This is an optimization exercise on Yosys and OpenROAD, whose aim is a short achievable clock period and few clock cycles, not a production implementation. Function was checked by simulation only, so behaviour that the tests miss may differ from the original. Power is estimated from default activity; no workload was simulated.

<file path="flow/run.sh">
#!/bin/bash
# synth_recipe.tcl (not shown) runs the flow's synth.tcl, then flattens the netlist and writes it again
# the make line also repeats each setting of config.mk as NAME=value (left out here)
make -C /OpenROAD-flow-scripts/flow DESIGN_CONFIG=/design/flow/config.mk WORK_HOME=/design/flow/orfs CLKGATE_MAP_FILE= SYNTH_SCRIPT=/design/flow/synth_recipe.tcl finish
</file>
<file path="flow/constraint.sdc">
create_clock -name core_clock -period 8.0 [get_ports {clock}]
set_input_delay 1.6000 -clock core_clock [delete_from_list [all_inputs] [get_ports {clock}]]
set_output_delay 1.6000 -clock core_clock [all_outputs]
set_load 0.01 [all_outputs]
</file>
<file path="flow/config.mk">
export PLATFORM = sky130hd
export DESIGN_NAME = rv_core
export DESIGN_NICKNAME = rv_core
export VERILOG_FILES = /design/flow/design.v
export SDC_FILE = /design/flow/constraint.sdc
export NUM_CORES = 4
export LEC_CHECK = 0
export CAP_MARGIN = 20
export CORE_MARGIN = 2
export CORE_UTILIZATION = 40
export SLEW_MARGIN = 20
</file>
<file path="flow/design.v">
`default_nettype none
package rv_pkg;
	localparam int xlen = 32;
	typedef logic [xlen-1:0] word_t;
	typedef logic [4:0] reg_addr_t;
	localparam word_t initial_pc = 32'h0000_0000;
	localparam logic [6:0] op_reg    = 7'b0110011;
	localparam logic [6:0] op_imm    = 7'b0010011;
	localparam logic [6:0] op_load   = 7'b0000011;
	localparam logic [6:0] op_store  = 7'b0100011;
	localparam logic [6:0] op_branch = 7'b1100011;
	localparam logic [6:0] op_jal    = 7'b1101111;
	localparam logic [2:0] f3_add_sub = 3'b000;
	localparam logic [2:0] f3_slt     = 3'b010;
	localparam logic [2:0] f3_xor     = 3'b100;
	localparam logic [2:0] f3_or      = 3'b110;
	localparam logic [2:0] f3_and     = 3'b111;
	localparam logic [2:0] f3_beq     = 3'b000;
	typedef enum logic [2:0] {
		alu_add,
		alu_sub,
		alu_and,
		alu_or,
		alu_xor,
		alu_slt
	} alu_op_t;
	typedef union packed {
		struct packed {
			logic [6:0] funct7;
			reg_addr_t  rs2;
			reg_addr_t  rs1;
			logic [2:0] funct3;
			reg_addr_t  rd;
			logic [6:0] opcode;
		} r_fields;
		struct packed {
			logic [11:0] imm12;
			reg_addr_t   rs1;
			logic [2:0]  funct3;
			reg_addr_t   rd;
			logic [6:0]  opcode;
		} i_fields;
	} instr_u;
	localparam word_t nop_instr = 32'h0000_0013;
endpackage
`default_nettype wire
`timescale 1ns/1ps
`default_nettype none
module register_file (
	input  wire               clock,
	input  wire               reset,
	input  wire rv_pkg::reg_addr_t ra,
	input  wire rv_pkg::reg_addr_t rb,
	input  wire rv_pkg::reg_addr_t wa,
	input  wire               we,
	input  wire rv_pkg::word_t wd,
	output rv_pkg::word_t     rd_a,
	output rv_pkg::word_t     rd_b
);
	rv_pkg::word_t regs [32];
	always_ff @(posedge clock or negedge reset) begin
		if (!reset) begin
			for (int i = 0; i < 32; i++) begin
				regs[i] <= '0;
			end
		end else if (we && wa != '0) begin
			regs[wa] <= wd;
		end
	end
	assign rd_a = (we && wa != '0 && wa == ra) ? wd : regs[ra];
	assign rd_b = (we && wa != '0 && wa == rb) ? wd : regs[rb];
endmodule
`default_nettype wire
`timescale 1ns/1ps
`default_nettype none
module fetch_unit (
	input  wire           clock,
	input  wire           reset,
	input  wire rv_pkg::word_t instr,
	input  wire           stall,
	input  wire           redirect,
	input  wire rv_pkg::word_t redirect_pc,
	output rv_pkg::word_t pc,
	output rv_pkg::word_t if_pc,
	output rv_pkg::word_t if_instr
);
	always_ff @(posedge clock or negedge reset) begin
		if (!reset) begin
			pc <= rv_pkg::initial_pc;
		end else if (redirect) begin
			pc <= redirect_pc;
		end else if (!stall) begin
			pc <= pc + 32'd4;
		end
	end
	always_ff @(posedge clock or negedge reset) begin
		if (!reset) begin
			if_pc    <= rv_pkg::initial_pc;
			if_instr <= rv_pkg::nop_instr;
		end else if (redirect) begin
			if_pc    <= pc;
			if_instr <= rv_pkg::nop_instr;
		end else if (!stall) begin
			if_pc    <= pc;
			if_instr <= instr;
		end
	end
endmodule
`default_nettype wire
`timescale 1ns/1ps
`default_nettype none
module decode_unit (
	input  wire               clock,
	input  wire               reset,
	input  wire rv_pkg::word_t if_pc,
	input  wire rv_pkg::word_t if_instr,
	input  wire               redirect,
	input  wire rv_pkg::reg_addr_t wb_rd,
	input  wire               wb_we,
	input  wire rv_pkg::word_t wb_data,
	output logic              stall,
	output rv_pkg::word_t     id_pc,
	output rv_pkg::reg_addr_t id_rs1,
	output rv_pkg::reg_addr_t id_rs2,
	output rv_pkg::reg_addr_t id_rd,
	output rv_pkg::word_t     id_a,
	output rv_pkg::word_t     id_b,
	output rv_pkg::word_t     id_imm,
	output rv_pkg::alu_op_t   id_alu_op,
	output logic              id_use_imm,
	output logic              id_branch,
	output logic              id_jal,
	output logic              id_mem_read,
	output logic              id_mem_write,
	output logic              id_reg_write
);
	rv_pkg::instr_u  ins;
	rv_pkg::word_t   rf_a;
	rv_pkg::word_t   rf_b;
	rv_pkg::word_t   imm;
	rv_pkg::alu_op_t alu_op;
	logic [6:0]      opcode;
	logic            use_imm;
	logic            is_branch;
	logic            is_jal;
	logic            mem_read;
	logic            mem_write;
	logic            reg_write;
	logic            uses_rs1;
	logic            uses_rs2;
	logic            insert_bubble;
	assign ins    = if_instr;
	assign opcode = ins.r_fields.opcode;
	register_file i_register_file (
		.clock (clock),
		.reset (reset),
		.ra    (ins.r_fields.rs1),
		.rb    (ins.r_fields.rs2),
		.wa    (wb_rd),
		.we    (wb_we),
		.wd    (wb_data),
		.rd_a  (rf_a),
		.rd_b  (rf_b)
	);
	always_comb begin
		use_imm   = 1'b0;
		is_branch = 1'b0;
		is_jal    = 1'b0;
		mem_read  = 1'b0;
		mem_write = 1'b0;
		reg_write = 1'b0;
		uses_rs1  = 1'b0;
		uses_rs2  = 1'b0;
		alu_op    = rv_pkg::alu_add;
		case (opcode)
			rv_pkg::op_reg: begin
				uses_rs1  = 1'b1;
				uses_rs2  = 1'b1;
				reg_write = 1'b1;
				case (ins.r_fields.funct3)
					rv_pkg::f3_add_sub: begin
						alu_op = ins.r_fields.funct7[5] ? rv_pkg::alu_sub : rv_pkg::alu_add;
					end
					rv_pkg::f3_slt: alu_op = rv_pkg::alu_slt;
					rv_pkg::f3_xor: alu_op = rv_pkg::alu_xor;
					rv_pkg::f3_or: alu_op = rv_pkg::alu_or;
					rv_pkg::f3_and: alu_op = rv_pkg::alu_and;
					default: alu_op = rv_pkg::alu_add;
				endcase
			end
			rv_pkg::op_imm: begin
				uses_rs1  = 1'b1;
				use_imm   = 1'b1;
				reg_write = 1'b1;
			end
			rv_pkg::op_load: begin
				uses_rs1  = 1'b1;
				use_imm   = 1'b1;
				mem_read  = 1'b1;
				reg_write = 1'b1;
			end
			rv_pkg::op_store: begin
				uses_rs1  = 1'b1;
				uses_rs2  = 1'b1;
				use_imm   = 1'b1;
				mem_write = 1'b1;
			end
			rv_pkg::op_branch: begin
				uses_rs1  = 1'b1;
				uses_rs2  = 1'b1;
				is_branch = (ins.r_fields.funct3 == rv_pkg::f3_beq);
			end
			rv_pkg::op_jal: begin
				is_jal    = 1'b1;
				reg_write = 1'b1;
			end
			default: begin
			end
		endcase
	end
	always_comb begin
		case (opcode)
			rv_pkg::op_store: begin
				imm = {{20{if_instr[31]}}, if_instr[31:25], if_instr[11:7]};
			end
			rv_pkg::op_branch: begin
				imm = {{20{if_instr[31]}}, if_instr[7], if_instr[30:25],
					if_instr[11:8], 1'b0};
			end
			rv_pkg::op_jal: begin
				imm = {{12{if_instr[31]}}, if_instr[19:12], if_instr[20],
					if_instr[30:21], 1'b0};
			end
			default: begin
				imm = {{20{ins.i_fields.imm12[11]}}, ins.i_fields.imm12};
			end
		endcase
	end
	assign stall = id_mem_read && (id_rd != '0) &&
		((uses_rs1 && id_rd == ins.r_fields.rs1) ||
		(uses_rs2 && id_rd == ins.r_fields.rs2));
	assign insert_bubble = stall || redirect;
	always_ff @(posedge clock or negedge reset) begin
		if (!reset) begin
			id_branch    <= 1'b0;
			id_jal       <= 1'b0;
			id_mem_read  <= 1'b0;
			id_mem_write <= 1'b0;
			id_reg_write <= 1'b0;
		end else begin
			id_branch    <= is_branch && !insert_bubble;
			id_jal       <= is_jal && !insert_bubble;
			id_mem_read  <= mem_read && !insert_bubble;
			id_mem_write <= mem_write && !insert_bubble;
			id_reg_write <= reg_write && !insert_bubble;
		end
	end
	always_ff @(posedge clock) begin
		id_pc      <= if_pc;
		id_rs1     <= ins.r_fields.rs1;
		id_rs2     <= ins.r_fields.rs2;
		id_rd      <= ins.r_fields.rd;
		id_a       <= rf_a;
		id_b       <= rf_b;
		id_imm     <= imm;
		id_alu_op  <= alu_op;
		id_use_imm <= use_imm;
	end
endmodule
`default_nettype wire
`timescale 1ns/1ps
`default_nettype none
module execute_unit (
	input  wire               clock,
	input  wire               reset,
	input  wire rv_pkg::word_t id_pc,
	input  wire rv_pkg::reg_addr_t id_rs1,
	input  wire rv_pkg::reg_addr_t id_rs2,
	input  wire rv_pkg::reg_addr_t id_rd,
	input  wire rv_pkg::word_t id_a,
	input  wire rv_pkg::word_t id_b,
	input  wire rv_pkg::word_t id_imm,
	input  wire rv_pkg::alu_op_t id_alu_op,
	input  wire               id_use_imm,
	input  wire               id_branch,
	input  wire               id_jal,
	input  wire               id_mem_read,
	input  wire               id_mem_write,
	input  wire               id_reg_write,
	input  wire rv_pkg::reg_addr_t wb_rd,
	input  wire               wb_we,
	input  wire rv_pkg::word_t wb_data,
	output logic              redirect,
	output rv_pkg::word_t     redirect_pc,
	output rv_pkg::word_t     ex_result,
	output rv_pkg::word_t     ex_store_data,
	output rv_pkg::reg_addr_t ex_rd,
	output logic              ex_reg_write,
	output logic              ex_mem_read,
	output logic              ex_mem_write
);
	rv_pkg::word_t opnd_a;
	rv_pkg::word_t fwd_b;
	rv_pkg::word_t opnd_b;
	rv_pkg::word_t alu_out;
	rv_pkg::word_t result;
	function automatic logic [31:0] forward(input logic [4:0] rs,
		input logic [31:0] reg_val);
		if (ex_reg_write && !ex_mem_read && ex_rd != '0 && ex_rd == rs) begin
			forward = ex_result;
		end else if (wb_we && wb_rd != '0 && wb_rd == rs) begin
			forward = wb_data;
		end else begin
			forward = reg_val;
		end
	endfunction
	always_comb begin
		opnd_a = forward(id_rs1, id_a);
		fwd_b  = forward(id_rs2, id_b);
	end
	assign opnd_b = id_use_imm ? id_imm : fwd_b;
	always_comb begin
		case (id_alu_op)
			rv_pkg::alu_sub: alu_out = opnd_a - opnd_b;
			rv_pkg::alu_and: alu_out = opnd_a & opnd_b;
			rv_pkg::alu_or: alu_out = opnd_a | opnd_b;
			rv_pkg::alu_xor: alu_out = opnd_a ^ opnd_b;
			rv_pkg::alu_slt: alu_out = rv_pkg::word_t'($signed(opnd_a) < $signed(opnd_b));
			default: alu_out = opnd_a + opnd_b;
		endcase
	end
	assign result = id_jal ? id_pc + 32'd4 : alu_out;
	assign redirect    = id_jal || (id_branch && opnd_a == fwd_b);
	assign redirect_pc = id_pc + id_imm;
	always_ff @(posedge clock or negedge reset) begin
		if (!reset) begin
			ex_reg_write <= 1'b0;
			ex_mem_read  <= 1'b0;
			ex_mem_write <= 1'b0;
		end else begin
			ex_reg_write <= id_reg_write;
			ex_mem_read  <= id_mem_read;
			ex_mem_write <= id_mem_write;
		end
	end
	always_ff @(posedge clock) begin
		ex_result     <= result;
		ex_store_data <= fwd_b;
		ex_rd         <= id_rd;
	end
endmodule
`default_nettype wire
`timescale 1ns/1ps
`default_nettype none
module writeback_unit (
	input  wire               clock,
	input  wire               reset,
	input  wire rv_pkg::word_t ex_result,
	input  wire rv_pkg::reg_addr_t ex_rd,
	input  wire               ex_reg_write,
	input  wire               ex_mem_read,
	input  wire rv_pkg::word_t data_in,
	output rv_pkg::reg_addr_t wb_rd,
	output logic              wb_we,
	output rv_pkg::word_t     wb_data
);
	logic          wb_load;
	rv_pkg::word_t load_data;
	rv_pkg::word_t alu_result;
	always_ff @(posedge clock or negedge reset) begin
		if (!reset) begin
			wb_we   <= 1'b0;
			wb_load <= 1'b0;
		end else begin
			wb_we   <= ex_reg_write;
			wb_load <= ex_mem_read;
		end
	end
	always_ff @(posedge clock) begin
		wb_rd      <= ex_rd;
		load_data  <= data_in;
		alu_result <= ex_result;
	end
	assign wb_data = wb_load ? load_data : alu_result;
endmodule
`default_nettype wire
`timescale 1ns/1ps
`default_nettype none
module rv_core (
	input  wire           clock,
	input  wire           reset,
	output rv_pkg::word_t pc,
	input  wire rv_pkg::word_t instr,
	output rv_pkg::word_t data_addr,
	output rv_pkg::word_t data_out,
	input  wire rv_pkg::word_t data_in,
	output logic          ren,
	output logic          wen
);
	rv_pkg::word_t     if_pc;
	rv_pkg::word_t     if_instr;
	logic              stall;
	rv_pkg::word_t     id_pc;
	rv_pkg::reg_addr_t id_rs1;
	rv_pkg::reg_addr_t id_rs2;
	rv_pkg::reg_addr_t id_rd;
	rv_pkg::word_t     id_a;
	rv_pkg::word_t     id_b;
	rv_pkg::word_t     id_imm;
	rv_pkg::alu_op_t   id_alu_op;
	logic              id_use_imm;
	logic              id_branch;
	logic              id_jal;
	logic              id_mem_read;
	logic              id_mem_write;
	logic              id_reg_write;
	logic              redirect;
	rv_pkg::word_t     redirect_pc;
	rv_pkg::word_t     ex_result;
	rv_pkg::reg_addr_t ex_rd;
	logic              ex_reg_write;
	logic              ex_mem_read;
	rv_pkg::reg_addr_t wb_rd;
	logic              wb_we;
	rv_pkg::word_t     wb_data;
	assign data_addr = ex_result;
	assign ren       = ex_mem_read;
	fetch_unit i_fetch_unit (
		.clock       (clock),
		.reset       (reset),
		.instr       (instr),
		.stall       (stall),
		.redirect    (redirect),
		.redirect_pc (redirect_pc),
		.pc          (pc),
		.if_pc       (if_pc),
		.if_instr    (if_instr)
	);
	decode_unit i_decode_unit (
		.clock        (clock),
		.reset        (reset),
		.if_pc        (if_pc),
		.if_instr     (if_instr),
		.redirect     (redirect),
		.wb_rd        (wb_rd),
		.wb_we        (wb_we),
		.wb_data      (wb_data),
		.stall        (stall),
		.id_pc        (id_pc),
		.id_rs1       (id_rs1),
		.id_rs2       (id_rs2),
		.id_rd        (id_rd),
		.id_a         (id_a),
		.id_b         (id_b),
		.id_imm       (id_imm),
		.id_alu_op    (id_alu_op),
		.id_use_imm   (id_use_imm),
		.id_branch    (id_branch),
		.id_jal       (id_jal),
		.id_mem_read  (id_mem_read),
		.id_mem_write (id_mem_write),
		.id_reg_write (id_reg_write)
	);
	execute_unit i_execute_unit (
		.clock         (clock),
		.reset         (reset),
		.id_pc         (id_pc),
		.id_rs1        (id_rs1),
		.id_rs2        (id_rs2),
		.id_rd         (id_rd),
		.id_a          (id_a),
		.id_b          (id_b),
		.id_imm        (id_imm),
		.id_alu_op     (id_alu_op),
		.id_use_imm    (id_use_imm),
		.id_branch     (id_branch),
		.id_jal        (id_jal),
		.id_mem_read   (id_mem_read),
		.id_mem_write  (id_mem_write),
		.id_reg_write  (id_reg_write),
		.wb_rd         (wb_rd),
		.wb_we         (wb_we),
		.wb_data       (wb_data),
		.redirect      (redirect),
		.redirect_pc   (redirect_pc),
		.ex_result     (ex_result),
		.ex_store_data (data_out),
		.ex_rd         (ex_rd),
		.ex_reg_write  (ex_reg_write),
		.ex_mem_read   (ex_mem_read),
		.ex_mem_write  (wen)
	);
	writeback_unit i_writeback_unit (
		.clock        (clock),
		.reset        (reset),
		.ex_result    (ex_result),
		.ex_rd        (ex_rd),
		.ex_reg_write (ex_reg_write),
		.ex_mem_read  (ex_mem_read),
		.data_in      (data_in),
		.wb_rd        (wb_rd),
		.wb_we        (wb_we),
		.wb_data      (wb_data)
	);
endmodule
`default_nettype wire
</file>
==> flow_summary.json <==
{
  "ios": 164,
  "fp.dieW_um": 418.7,
  "grt_usage_pct": 38.61,
  "hold_ws_ns": 0.3472,
  "routabilityCongestion": 0.9812,
  "synthArstFlopShare_pct": 80.48,
  "grt_pass1_vias": 62640,
  "tns_ns": 0,
  "port_buffers": 163,
  "yosysUniqueCellTypes": 83,
  "cts_made_buffers": 155,
  "pwr_density_cell_nw_per_um2": 230.4,
  "final_common_cell": "dfrtp_1",
  "synth-seq-area-share_pct": 49.09,
  "slew_viol_final": 0,
  "drive_gt1_share_pct": 9.127,
  "netlist_instances": 7438,
  "hold_class": "reg2reg",
  "vias_per_cell": 6.889,
  "start_util_pct": 40.19,
  "synth_nets": 7636,
  "wirelength_um": 345900,
  "fmax_ghz": 0.1499,
  "grt_setup_unrepaired": "no",
  "synth_top_area_share_pct": 41.00,
  "fin_area_um2": 78970,
  "drt_pass1_iterations": 13,
  "synth-edff-count": 0,
  "yosys.area.top_type": "dfrtp_1",
  "syn_to_final_growth_pct": 14.80,
  "vias": 66490,
  "synth_warnings": 6,
  "cp.arrival_ns": 7.40,
  "crit_required_ns": 8.73,
  "synth_ff_type": "dfrtp_1",
  "slew_headroom_pct": 14.67,
  "grt_use_met3_pct": 16.76,
  "largest_register_ffs": 1024,
  "post-cts-setup-buffers": 0,
  "antenna_found_initial": 18,
  "crit_path_start_kind": "register",
  "core_um2": 171200,
  "synth-seq-cells": 1404,
  "netlist_top_cells_area": "dfrtp_1, dfxtp_1, a21oi_1",
  "fin_cells": 9651,
  "h-tree-depth": 4,
  "die_area_um2": 175300,
  "dp_hpwl_um": 204500,
  "cts.sinks": 1404,
  "status": "finished clean",
  "use_met2_pct": 53.89,
  "mostFrequentLayoutCells": "dfrtp_1, a21oi_1, nor2_1",
  "busiest_layer": "met2",
  "grt_util_met1_pct": 47.68,
  "clk_pin_slew_ns": 0.07,
  "rows": 152,
  "max-vdd-ir-drop_uv": 264.0,
  "drc_errors": 0,
  "tightest_slew_ns": 1.280,
  "hold_buffers": 0,
  "drv_cap": 0,
  "p_leak_uw": 0.03320,
  "cts_tree": "yes",
  "top_register": "i_decode_unit.i_register_file.regs",
  "fin_nets": 7480,
  "hold_viol_final": 0,
  "die_h_um": 418.7,
  "period_needed_ns": 6.672,
  "crit_fanout": 25,
  "setup_viol": 0,
  "finClkSkew_ns": 0.04604,
  "drtIter0Drc": 10640,
  "placed_cells": 9351,
  "clock-root-buffer": "clkbuf_16",
  "grt_pass1_wl_um": 481400,
  "synth.avg_cell_area_um2": 9.248,
  "grt_max_degree": 149,
  "clk_path_buf_depth": 3,
  "critPathKind": "reg2reg",
  "cts-resized-gates": 0,
  "dpl_cell_area_um2": 73400,
  "critPathCaptureType": "register",
  "period_share_pct": 83.40,
  "routedWlPerCell_um": 35.84,
  "clkLatencyLatePin_ns": 0.85,
  "grt.overflow.total": 0,
  "ant_nets": 0,
  "syn_area_um2": 68790
}
[through the flow]
stage               worst slack, ns  utilization (%)  total power, uW
CTS                           1.431            46.04            18100
detailed placement            1.494            42.88            10510
finish                        1.328            46.14            18200
global route                 0.7737            46.12            18650
floorplan                     3.086                -             9250
global placement              1.685            42.84            10480
[critical path: stages (launching register included)]
cell,delay (ns)
dfxtp_1,0.66
nor2_1,0.34
a211oi_4,0.98
and2_1,0.62
o21ai_0,0.18
o21ai_0,0.33
mux2_2,0.24
ha_1,0.42
inv_1,0.25
a21oi_1,0.19
o21bai_1,0.08
a221o_1,0.38
o21ai_0,0.37
a31oi_1,0.35
a221o_1,0.42
a2111oi_0,0.41
a21oi_1,0.09
o41ai_1,0.23
[metal layers]
layer	routed length (um)	vias up
met5	654	-
met4	30680	28
met3	50750	1792
met2	138300	5598
met1	125400	32100
li1	-	26980
[worst paths after layout]
kind / from / slack (ns) / cells past startpoint / end
max: i_writeback_unit.wb_rd[2]$_DFF_P_ / 1.33 / 17 / i_execute_unit.ex_result[0]$_DFF_P_
min: i_decode_unit.id_reg_write$_DFF_PN0_ / 0.35 / 0 / i_execute_unit.ex_reg_write$_DFF_PN0_
max reg2reg: i_writeback_unit.wb_rd[2]$_DFF_P_ / 1.33 / 17 / i_execute_unit.ex_result[0]$_DFF_P_
min reg2reg: i_decode_unit.id_reg_write$_DFF_PN0_ / 0.35 / 0 / i_execute_unit.ex_reg_write$_DFF_PN0_
max in group asynchronous: reset / 5.50 / 3 / i_decode_unit.i_register_file.regs[16][24]$_DFFE_PN0P_
min in group asynchronous: reset / 0.86 / 1 / i_decode_unit.i_register_file.regs[5][1]$_DFFE_PN0P_
[Yosys cell counts (56+ instances only)]
master and instances:
nand3_1 172, a22oi_1 366, a21oi_1 832, a221oi_1 319
inv_1 108, nand4_1 159, clkbuf_1 620, ha_1 129
xnor2_1 80, nor2_1 785, dfrtp_1 1127, xor2_1 92
dfxtp_1 274, o32a_1 56, o21ai_0 595, a22o_1 307
nand2_1 609, and3_1 61, mux2i_1 98
[where the power goes]
part           leakage, uW  total [uW]  switching, uW  internal [uW]
clock              0.00266        7690           3220           4470
combinational       0.0127        2520           1650            875
sequential          0.0178        7980            493           7490
total               0.0332       18200           5360          12800
[logic make-up (layout without fill, tap and decap cells)]
| kind of cell | Yosys count | in the layout | synth area share, % |
|---|---|---|---|
| compound gates | 2772 | 2772 | 26.59 |
| simple gates | 2006 | 2006 | 12.91 |
| flops | 1404 | 1404 | 49.09 |
| buf+inv | 794 | 763 | 4.385 |
| xor+xnor | 172 | 172 | 2.190 |
| mux | 158 | 158 | 2.408 |
| fa+ha+maj | 132 | 132 | 2.434 |
| other cells | 0 | 11 | 0 |
[cell type report]
| type | instances | area [um^2] |
|---|---|---|
| diodes | 11 | 27.53 |
| clock buffers | 212 | 4479 |
| clock inverters | 70 | 923.4 |
| fillers | 16250 | 92190 |
| inverters | 113 | 424.2 |
| multi-input cells | 5240 | 33130 |
| flip-flops and latches | 1404 | 33770 |
| well taps | 2233 | 2794 |
| repair buffers | 368 | 3416 |
Testbench counts, summed over its fixed seeds: cycles 48,823.

port drivers added, routing unchanged:
In the flow no input, the clock included, has a driving cell. The finished layout below was timed again as built, in two steps. Step 1 sets driving cells, clkbuf_16 on the clock port and buf_2 on the other inputs (assumed; they add their load-dependent delay and slew). Step 2, shift: input delay + t, output delay - t, t = (earliest + latest rising clock arrival at the registers) / 2. This alone moves slack from input paths to output paths. a / b / c = no drivers / after step 1 / after step 2; a / b = the first two.
t (ns): 0.915
slack for setup (ns): 1.328 / 1.328 / 1.328
worst setup path at the end: register to register
worst slew at a driven data input, ns: 0.07
cell pins on the clock port's net: 1
After both steps setup and hold are still met in this run. The setup slack of this run moves by 0.000 ns with the drivers and by 0.000 ns with both steps.
